Source: an optimization exercise on an open RTL-to-GDS flow (aim: small area, a short achievable clock period and few clock cycles per item). Production flows keep margins and buffers that such runs may drop.
In this exercise RTL edits were held to simulation tests only and were not proved equivalent to the original.
Power is estimated from default activity; no workload was simulated.

==> design/flow/design.v <==
`default_nettype none
module page_replacement_fifo_lru #(
  localparam int PAGE_W     = 5,
  localparam int FRAME_W    = 5,
  localparam int TOTAL_W    = 16,
  localparam int CFG_IDX_W  = 1,
  localparam int CFG_DATA_W = 6
) (
  input  wire                   clk,
  input  wire                   rst,
  input  wire                   req_valid,
  output logic                  req_ready,
  input  wire  [PAGE_W-1:0]     req_page_number,
  output logic                  rsp_valid,
  input  wire                   rsp_ready,
  output logic                  rsp_fault,
  output logic [FRAME_W-1:0]    rsp_frame,
  output logic                  rsp_evicted_valid,
  output logic [PAGE_W-1:0]     rsp_evicted_page,
  output logic [TOTAL_W-1:0]    rsp_fault_total,
  input  wire                   cfg_valid,
  output logic                  cfg_ready,
  input  wire  [CFG_IDX_W-1:0]  cfg_index,
  input  wire  [CFG_DATA_W-1:0] cfg_data
);
  localparam int NUM_PAGES  = 32;
  localparam int MAX_FRAMES = 32;
  localparam int CNT_W      = 6;
  localparam int TIME_W     = 32;
  localparam logic [CFG_IDX_W-1:0] CFG_POLICY = 1'd0;
  localparam logic [CFG_IDX_W-1:0] CFG_FRAMES = 1'd1;
  localparam logic POLICY_FIFO = 1'b0;
  localparam logic POLICY_LRU  = 1'b1;
  localparam logic [CNT_W-1:0] FRAMES_RESET = 6'd4;
  localparam logic [2:0] S_IDLE   = 3'd0;   
  localparam logic [2:0] S_LOOK   = 3'd1;   
  localparam logic [2:0] S_SCAN   = 3'd2;   
  localparam logic [2:0] S_RING   = 3'd3;   
  localparam logic [2:0] S_FVIC   = 3'd4;   
  localparam logic [2:0] S_COMMIT = 3'd5;   
  localparam logic [2:0] S_FIN    = 3'd6;   
  logic             policy;
  logic [CNT_W-1:0] frames_in_use;
  logic [2:0]           state;
  logic [NUM_PAGES-1:0] resident;
  logic [TIME_W-1:0]    use_clock;
  logic [PAGE_W-1:0]    order_head;
  logic [CNT_W-1:0]     order_count;
  logic [CNT_W-1:0]     frames_taken;
  logic [TOTAL_W-1:0]   fault_count;
  logic [PAGE_W-1:0]  pg;
  logic               hit;
  logic [FRAME_W-1:0] frame_sel;
  logic               ev_valid;
  logic [PAGE_W-1:0]  victim;
  logic [CNT_W-1:0]  cnt;
  logic              chk_valid;
  logic [PAGE_W-1:0] chk_idx;
  logic              found;
  logic              best_found;
  logic [PAGE_W-1:0] best_page;
  logic [TIME_W-1:0] best_age;
  logic               out_valid;
  logic               out_fault;
  logic [FRAME_W-1:0] out_frame;
  logic               out_ev_valid;
  logic [PAGE_W-1:0]  out_ev_page;
  logic [TOTAL_W-1:0] out_total;
  logic [FRAME_W-1:0] frame_mem   [NUM_PAGES];
  logic [TIME_W-1:0]  lastuse_mem [NUM_PAGES];
  logic [PAGE_W-1:0]  ring_mem    [MAX_FRAMES];
  logic [PAGE_W-1:0]  frame_rd_addr;
  logic [FRAME_W-1:0] frame_rdata;
  logic [PAGE_W-1:0]  lastuse_rd_addr;
  logic [TIME_W-1:0]  lastuse_rdata;
  logic [PAGE_W-1:0]  ring_rd_addr;
  logic [PAGE_W-1:0]  ring_rdata;
  logic               ring_we;
  logic [PAGE_W-1:0]  ring_wa;
  logic [PAGE_W-1:0]  ring_wd;
  logic               req_fire;
  logic               rsp_fire;
  logic [CNT_W-1:0]   frame_limit;
  logic [TIME_W-1:0]  age;
  logic               scan_take;
  logic               scan_last;
  logic               ring_match;
  logic               ring_last;
  assign req_ready = (state == S_IDLE);
  assign cfg_ready = 1'b1;
  assign req_fire  = req_valid && req_ready;
  assign rsp_fire  = out_valid && rsp_ready;
  assign rsp_valid         = out_valid;
  assign rsp_fault         = out_fault;
  assign rsp_frame         = out_frame;
  assign rsp_evicted_valid = out_ev_valid;
  assign rsp_evicted_page  = out_ev_page;
  assign rsp_fault_total   = out_total;
  always_comb begin
    if (frames_in_use == '0) begin
      frame_limit = CNT_W'(1);
    end else if (frames_in_use > CNT_W'(MAX_FRAMES)) begin
      frame_limit = CNT_W'(MAX_FRAMES);
    end else begin
      frame_limit = frames_in_use;
    end
  end
  assign age       = use_clock - lastuse_rdata;
  assign scan_take = chk_valid && resident[chk_idx] && (!best_found || age > best_age);
  assign scan_last = chk_valid && (chk_idx == PAGE_W'(NUM_PAGES - 1));
  assign ring_match = chk_valid && !found && (ring_rdata == victim);
  assign ring_last  = chk_valid && ({1'b0, chk_idx} == order_count - CNT_W'(1));
  always_comb begin
    case (state)
      S_IDLE:  frame_rd_addr = req_page_number;
      S_LOOK:  frame_rd_addr = ring_rdata;       
      default: frame_rd_addr = victim;
    endcase
  end
  assign lastuse_rd_addr = cnt[PAGE_W-1:0];
  assign ring_rd_addr    = (state == S_RING) ? order_head + cnt[PAGE_W-1:0] : order_head;
  always_comb begin
    ring_we = 1'b0;
    ring_wa = order_head + order_count[PAGE_W-1:0];
    ring_wd = pg;
    if (state == S_RING && chk_valid && found) begin
      ring_we = 1'b1;
      ring_wa = order_head + chk_idx - PAGE_W'(1);
      ring_wd = ring_rdata;
    end else if (state == S_COMMIT && !hit && order_count < CNT_W'(MAX_FRAMES)) begin
      ring_we = 1'b1;
    end
  end
  always_ff @(posedge clk) begin
    frame_rdata <= frame_mem[frame_rd_addr];
    if (state == S_COMMIT) begin
      frame_mem[pg] <= frame_sel;
    end
  end
  always_ff @(posedge clk) begin
    lastuse_rdata <= lastuse_mem[lastuse_rd_addr];
    if (state == S_COMMIT) begin
      lastuse_mem[pg] <= use_clock;
    end
  end
  always_ff @(posedge clk) begin
    ring_rdata <= ring_mem[ring_rd_addr];
    if (ring_we) begin
      ring_mem[ring_wa] <= ring_wd;
    end
  end
  always_ff @(posedge clk) begin
    case (state)
      S_IDLE: begin
        if (req_fire) begin
          pg       <= req_page_number;
          hit      <= resident[req_page_number];
          ev_valid <= 1'b0;
        end
      end
      S_LOOK: begin
        if (hit) begin
          frame_sel <= frame_rdata;
        end else if (frames_taken < frame_limit) begin
          frame_sel <= frames_taken[FRAME_W-1:0];
        end else if (order_count == '0) begin
          frame_sel <= '0;
        end else if (policy == POLICY_FIFO) begin
          victim   <= ring_rdata;
          ev_valid <= 1'b1;
        end
      end
      S_SCAN: begin
        if (scan_take) begin
          best_page <= chk_idx;
          best_age  <= age;
        end
        if (scan_last) begin
          victim   <= scan_take ? chk_idx : best_page;
          ev_valid <= 1'b1;
        end
      end
      S_FVIC: begin
        frame_sel <= frame_rdata;
      end
      default: begin
      end
    endcase
    if ((state == S_SCAN || state == S_RING)) begin
      chk_idx <= cnt[PAGE_W-1:0];
    end
  end
  always_ff @(posedge clk) begin
    if (rst) begin
      state         <= S_IDLE;
      policy        <= POLICY_FIFO;
      frames_in_use <= FRAMES_RESET;
      resident      <= '0;
      use_clock     <= '0;
      order_head    <= '0;
      order_count   <= '0;
      frames_taken  <= '0;
      fault_count   <= '0;
      cnt           <= '0;
      chk_valid     <= 1'b0;
      found         <= 1'b0;
      best_found    <= 1'b0;
      out_valid     <= 1'b0;
    end else begin
      if (cfg_valid && cfg_ready) begin
        case (cfg_index)
          CFG_POLICY: policy        <= cfg_data[0];
          CFG_FRAMES: frames_in_use <= cfg_data;
          default: begin
          end
        endcase
      end
      if (rsp_fire && state != S_FIN) begin
        out_valid <= 1'b0;
      end
      case (state)
        S_IDLE: begin
          if (req_fire) begin
            state <= S_LOOK;
          end
        end
        S_LOOK: begin
          if (hit) begin
            state <= S_COMMIT;
          end else if (frames_taken < frame_limit) begin
            frames_taken <= frames_taken + CNT_W'(1);
            state        <= S_COMMIT;
          end else if (order_count == '0) begin
            state <= S_COMMIT;
          end else if (policy == POLICY_FIFO) begin
            order_head  <= order_head + PAGE_W'(1);
            order_count <= order_count - CNT_W'(1);
            state       <= S_FVIC;
          end else begin
            cnt        <= '0;
            chk_valid  <= 1'b0;
            best_found <= 1'b0;
            state      <= S_SCAN;
          end
        end
        S_SCAN: begin
          if (scan_take) begin
            best_found <= 1'b1;
          end
          if (scan_last) begin
            cnt       <= '0;
            chk_valid <= 1'b0;
            found     <= 1'b0;
            state     <= S_RING;
          end else if (cnt < CNT_W'(NUM_PAGES)) begin
            cnt       <= cnt + CNT_W'(1);
            chk_valid <= 1'b1;
          end else begin
            chk_valid <= 1'b0;
          end
        end
        S_RING: begin
          if (ring_match) begin
            found <= 1'b1;
          end
          if (ring_last) begin
            chk_valid <= 1'b0;
            if (found || ring_match) begin
              order_count <= order_count - CNT_W'(1);
            end
            state <= S_FVIC;
          end else if (cnt < order_count) begin
            cnt       <= cnt + CNT_W'(1);
            chk_valid <= 1'b1;
          end else begin
            chk_valid <= 1'b0;
          end
        end
        S_FVIC: begin
          state <= S_COMMIT;
        end
        S_COMMIT: begin
          resident  <= (resident & ~(NUM_PAGES'(ev_valid) << victim))
                     | (NUM_PAGES'(1) << pg);
          use_clock <= use_clock + TIME_W'(1);
          if (!hit) begin
            if (fault_count != '1) begin
              fault_count <= fault_count + TOTAL_W'(1);
            end
            if (order_count < CNT_W'(MAX_FRAMES)) begin
              order_count <= order_count + CNT_W'(1);
            end
          end
          state <= S_FIN;
        end
        S_FIN: begin
          if (!out_valid || rsp_ready) begin
            out_valid    <= 1'b1;
            out_fault    <= !hit;
            out_frame    <= frame_sel;
            out_ev_valid <= ev_valid;
            out_ev_page  <= ev_valid ? victim : '0;
            out_total    <= fault_count;
            state        <= S_IDLE;
          end
        end
        default: begin
          state <= S_IDLE;
        end
      endcase
    end
  end
endmodule
`default_nettype wire
==> design/flow/run.sh <==
#!/bin/bash
# synth_recipe.tcl (not shown) runs the flow's synth.tcl, then flattens the netlist and writes it again
# the make line also repeats each setting of config.mk as NAME=value (left out here)
make -C /OpenROAD-flow-scripts/flow DESIGN_CONFIG=/design/flow/config.mk WORK_HOME=/design/flow/orfs CLKGATE_MAP_FILE= SYNTH_SCRIPT=/design/flow/synth_recipe.tcl finish
==> design/flow/config.mk <==
export PLATFORM = sky130hd
export DESIGN_NAME = page_replacement_fifo_lru
export DESIGN_NICKNAME = page_replacement_fifo_lru
export VERILOG_FILES = /design/flow/design.v
export SDC_FILE = /design/flow/constraint.sdc
export NUM_CORES = 4
export LEC_CHECK = 0
export CAP_MARGIN = 20
export CORE_MARGIN = 2
export CORE_UTILIZATION = 40
export SLEW_MARGIN = 20
==> design/flow/constraint.sdc <==
create_clock -name core_clock -period 8.0 [get_ports {clk}]
set_input_delay 1.6000 -clock core_clock [delete_from_list [all_inputs] [get_ports {clk}]]
set_output_delay 1.6000 -clock core_clock [all_outputs]
set_load 0.01 [all_outputs]
==> metrics.md <==
| Metric | Value |
|---|---|
| Comb pwr share | `11.8%` |
| Final setup margin | `1.514 ns` |
| FF/Latch Area | `46180 um2` |
| Post-Syn Area | `64620 um2` |
| CP required | `8.42 ns` |
| Largest area contributor in the netlist | `edfxtp_1` |
| Fillers | `13580` |
| Die Ht | `405.9 um` |
| Initial Utilization | `40.24%` |
| Routed vias | `32810` |
| Placed cells | `5665` |
| Core area | `160600 um2` |
| Grt total ovfl | `0` |
| Drt drc | `0` |
| Clock Latency Late Sink | `0.78 ns` |
| Total Neg Setup Slack | `0 ns` |
| Synth Area per Inst | `18.30 um2` |
| Total CTS buffers | `162` |
| Clk root buf | `clkbuf_16` |
| Area contributors post-synth | `edfxtp_1 67%, mux4_2 13%, dfxtp_1 4.9%, mux2i_1 2.6%, ha_1 1.9%` |
| Final Cycle Share | `81.07%` |
| RR Startpoint | `use_clock[1]` |
| Fmax | `154.2 MHz` |
| Clock buffer depth | `3` |
| Die Area | `164800 um2` |
| Crit path DAT | `6.91 ns` |
| Yosys reg bits | `1590` |
| Worst Min Path Start | `frames_in_use[0]` |
| Cells after synthesis | `3531` |
| CTS Hold Bufs | `0` |
| Crit start category | `register` |
| Total GRT Usage | `18.95%` |
| Synth Warn # | `1` |
| Post-layout util | `45.63%` |
| Area Overhead vs Synth | `13.38%` |
| Clock-pin slew on the worst setup and hold paths | `0.06 ns` |
| Most frequent cells in the layout | `1431 x edfxtp_1, 380 x mux4_2, 169 x nand2_1` |
| CTS-repair resized insts | `0` |
| Power per Cell Area | `265.0 nW/um2` |
| Clk sinks | `1590` |
| Switch share | `23.53%` |
| Psw | `4568 uW` |
| Crit path kind | `reg -> reg` |
| Main synth FF type | `edfxtp_1` |
| Layout net count | `3786` |
| Initial DRC count | `3327` |
| Level count of the clock H-tree | `4` |
| Final wirelength | `154.9 mm` |
| Worst-case reg-to-reg path depth | `16` |
| CP max FO | `37` |
| Post-layout min period | `6.486 ns` |
| Worst slew margin | `23.08%` |
| Hpwl dp | `80.34 mm` |
| R2r endpoint | `best_age[31]` |
| Worst-Margin Slew | `1.154 ns` |
| DRT Pass-1 Iters | `5` |
| CTS tree | `done` |
| Die W | `405.9 um` |
| Seq/Total Area, Yosys | `71.43%` |
| Synthesized Nets | `3648` |
| Ports | `48` |
| Hold Fails Final Rpt | `0` |
| Top cell type's share of synthesized area | `66.50%` |
| Crit end category | `register` |
| Largest net degree at the start of global routing | `142` |
| Ratio of cells with drive above 1 in the final layout | `21.07%` |
| Final ANT Viol Nets | `0` |
| Clk pwr share | `39.2%` |
| Vias per inst | `5.503` |
| FF-to-FF setup slack | `1.51 ns` |
| Asr flop ratio synth | `0%` |
| VDD IR max | `0.2478 mV` |
| Skew final | `0.04192 ns` |
| Vias in the first global route | `32830` |
| Setup Buffers After CTS | `0` |
| First-pass GRT wire length | `227.0 mm` |
| Worst hold endpoint | `frames_in_use[0]` |
| RSZ-0062 raised after global routing | `false` |
| Antenna violations before repair | `2` |
| Routed len/inst | `25.98 um` |
| Hold WC Path Type | `reg -> reg` |
| Reg power frac | `49.0%` |
| Rows | `147` |
| Commonest non-fill, non-tap cell in the layout | `edfxtp_1` |
| Int Power | `14850 uW` |
| Static leakage | `0.02489 uW` |
| Distinct cells, synth | `74` |
| GPL Wtd Cong | `0.8616` |
| Status | `complete, no violations` |
| Slew Limit Fails | `0` |
| Setup Slack @ Placement | `1.350 ns` |
| Final Non-Filler Cells | `5962` |
| EDFF count, synth | `1431` |
| Hold Crit Depth | `2` |
| # Max-Cap Violations | `0` |
| Port bufs | `46` |
| Setup violations, final | `0` |
| Multi-input combinational cell area | `17360 um2` |
==> power by group through the flow <==
| stage | Clock, uW | Sequential (uW) | Combinational (uW) |
|---|---|---|---|
| floorplan | 0 | 9540 | 1840 |
| global placement | 0 | 9690 | 2320 |
| detailed placement | 0 | 9690 | 2330 |
| CTS | 7750 | 9520 | 2340 |
| global route | 8090 | 9540 | 2510 |
| finish | 7610 | 9510 | 2300 |
==> registers in the layout (all words and copies together) (netlist names), 5 cells and up <==
signal and flops:
frame_sel 5, ring_mem 160, out_frame 5, resident 32
ring_rdata 5, cnt 6, lastuse_mem 1024, out_total 16
frames_in_use 6, frame_mem 160, use_clock 32, frames_taken 6
lastuse_rdata 32, frame_rdata 5, victim 5, best_age 32
chk_idx 5, pg 5, out_ev_page 5, order_count 6
best_page 5, order_head 5, fault_count 16
==> Yosys cell counts (32+ instances only) <==
| master | count |
|---|---|
| nor2_1 | 155 |
| xor2_1 | 52 |
| inv_1 | 144 |
| mux2i_1 | 166 |
| a21o_1 | 35 |
| buf_1 | 32 |
| xnor2_1 | 43 |
| mux2_2 | 47 |
| o21ai_0 | 38 |
| nand3_1 | 62 |
| edfxtp_1 | 1431 |
| clkbuf_1 | 99 |
| dfxtp_1 | 159 |
| ha_1 | 96 |
| mux4_2 | 380 |
| o21ai_1 | 47 |
| nand2_1 | 171 |
| a21oi_1 | 114 |
==> cells by family (layout without fill, tap and decap cells) <==
logic type | count (synthesis) | in the layout | share of synthesized area, %
fa+ha+maj | 100 | 100 | 1.983
flops | 1590 | 1590 | 71.43
compound gates | 314 | 314 | 2.967
mux | 595 | 595 | 16.68
buf+inv | 302 | 572 | 1.812
other cells | 1 | 2 | 0.005804
simple gates | 534 | 534 | 3.834
xor+xnor | 95 | 95 | 1.288
==> per-layer routing <==
layer	GRT usage (%)	vias up	part of all wire, %
met2	30.71	1012	48
li1	-	14330	-
met5	0	-	0
met3	2.873	226	5.5
met4	5.374	0	2.6
met1	26.69	17240	44
==> through the flow <==
| step | cell area, um2 | hold slack [ns] | total power [uW] |
|---|---|---|---|
| after floorplan | 64620 | 0.4064 | 11380 |
| after detailed placement | 67910 | 0.4531 | 12030 |
| final | 73260 | 0.4604 | 19420 |
| after global placement | 67870 | 0.4551 | 12000 |
| after global routing | 73260 | 0.4955 | 20140 |
| after CTS | 73240 | 0.4606 | 19610 |
==> worst max-delay path, stage by stage, from the launching register on <==
cell	delay, ns
dfxtp_2	0.51
fa_1	0.56
a211oi_1	0.30
o21ai_1	0.16
a211oi_1	0.52
nand3b_1	0.20
a31oi_1	0.17
a221oi_1	0.56
mux2i_1	0.25
nand3_1	0.12
ha_1	0.30
nand4_1	0.15
nor4_1	0.63
o31ai_1	0.19
a221oi_2	0.83
and2_1	0.24
buf_4	0.39
==> how the worst max path moves through the flow <==
stage	startpoint	to	slack, ns	depth (start not counted)
after CTS	use_clock[1]	best_age[15]	1.30	16
after global routing	use_clock[1]	best_age[15]	0.99	16
after global placement	use_clock[1]	best_age[23]	1.47	16
final	use_clock[1]	best_age[31]	1.51	16
after detailed placement	use_clock[1]	best_age[20]	1.35	16
after floorplan	use_clock[0]	best_age[0]	2.27	18
==> layout make-up <==
class                           count  area share (%)
Inverter                          148          0.7583
Multi-Input combinational cell   1639           23.69
Clock inverter                     61           1.076
Antenna cell                        1        0.003416
Timing Repair Buffer              128           1.537
Sequential cell                  1590           63.04
Tap cell                         2160           3.689
Clock buffer                      235           6.203
Testbench counts, summed over its fixed seeds: cycles 205,027, refs 14,400.

-- re-timing with driven ports --
No port has a modelled driver above. Below, the same layout with a new extraction and two added sets of constraints.
Step 1, drivers: a clkbuf_16 drives clk and a buf_2 each remaining input, both assumed.
Step 2 times the ports against the registers' clock, not the clock port: input delays grow and output delays shrink by t, the midpoint of the rising clock arrivals with the driver on.
Three values: no drivers, after step 1, after step 2; two values: the first two.
t (ns): 0.841
setup WS [ns]: 1.514 / 1.514 / 1.514
worst register clock-pin slew, ns: 0.07 / 0.07
After both steps this run still meets setup and hold. For this run, drivers alone change the setup slack by 0.000 ns; drivers and shift together by 0.000 ns.
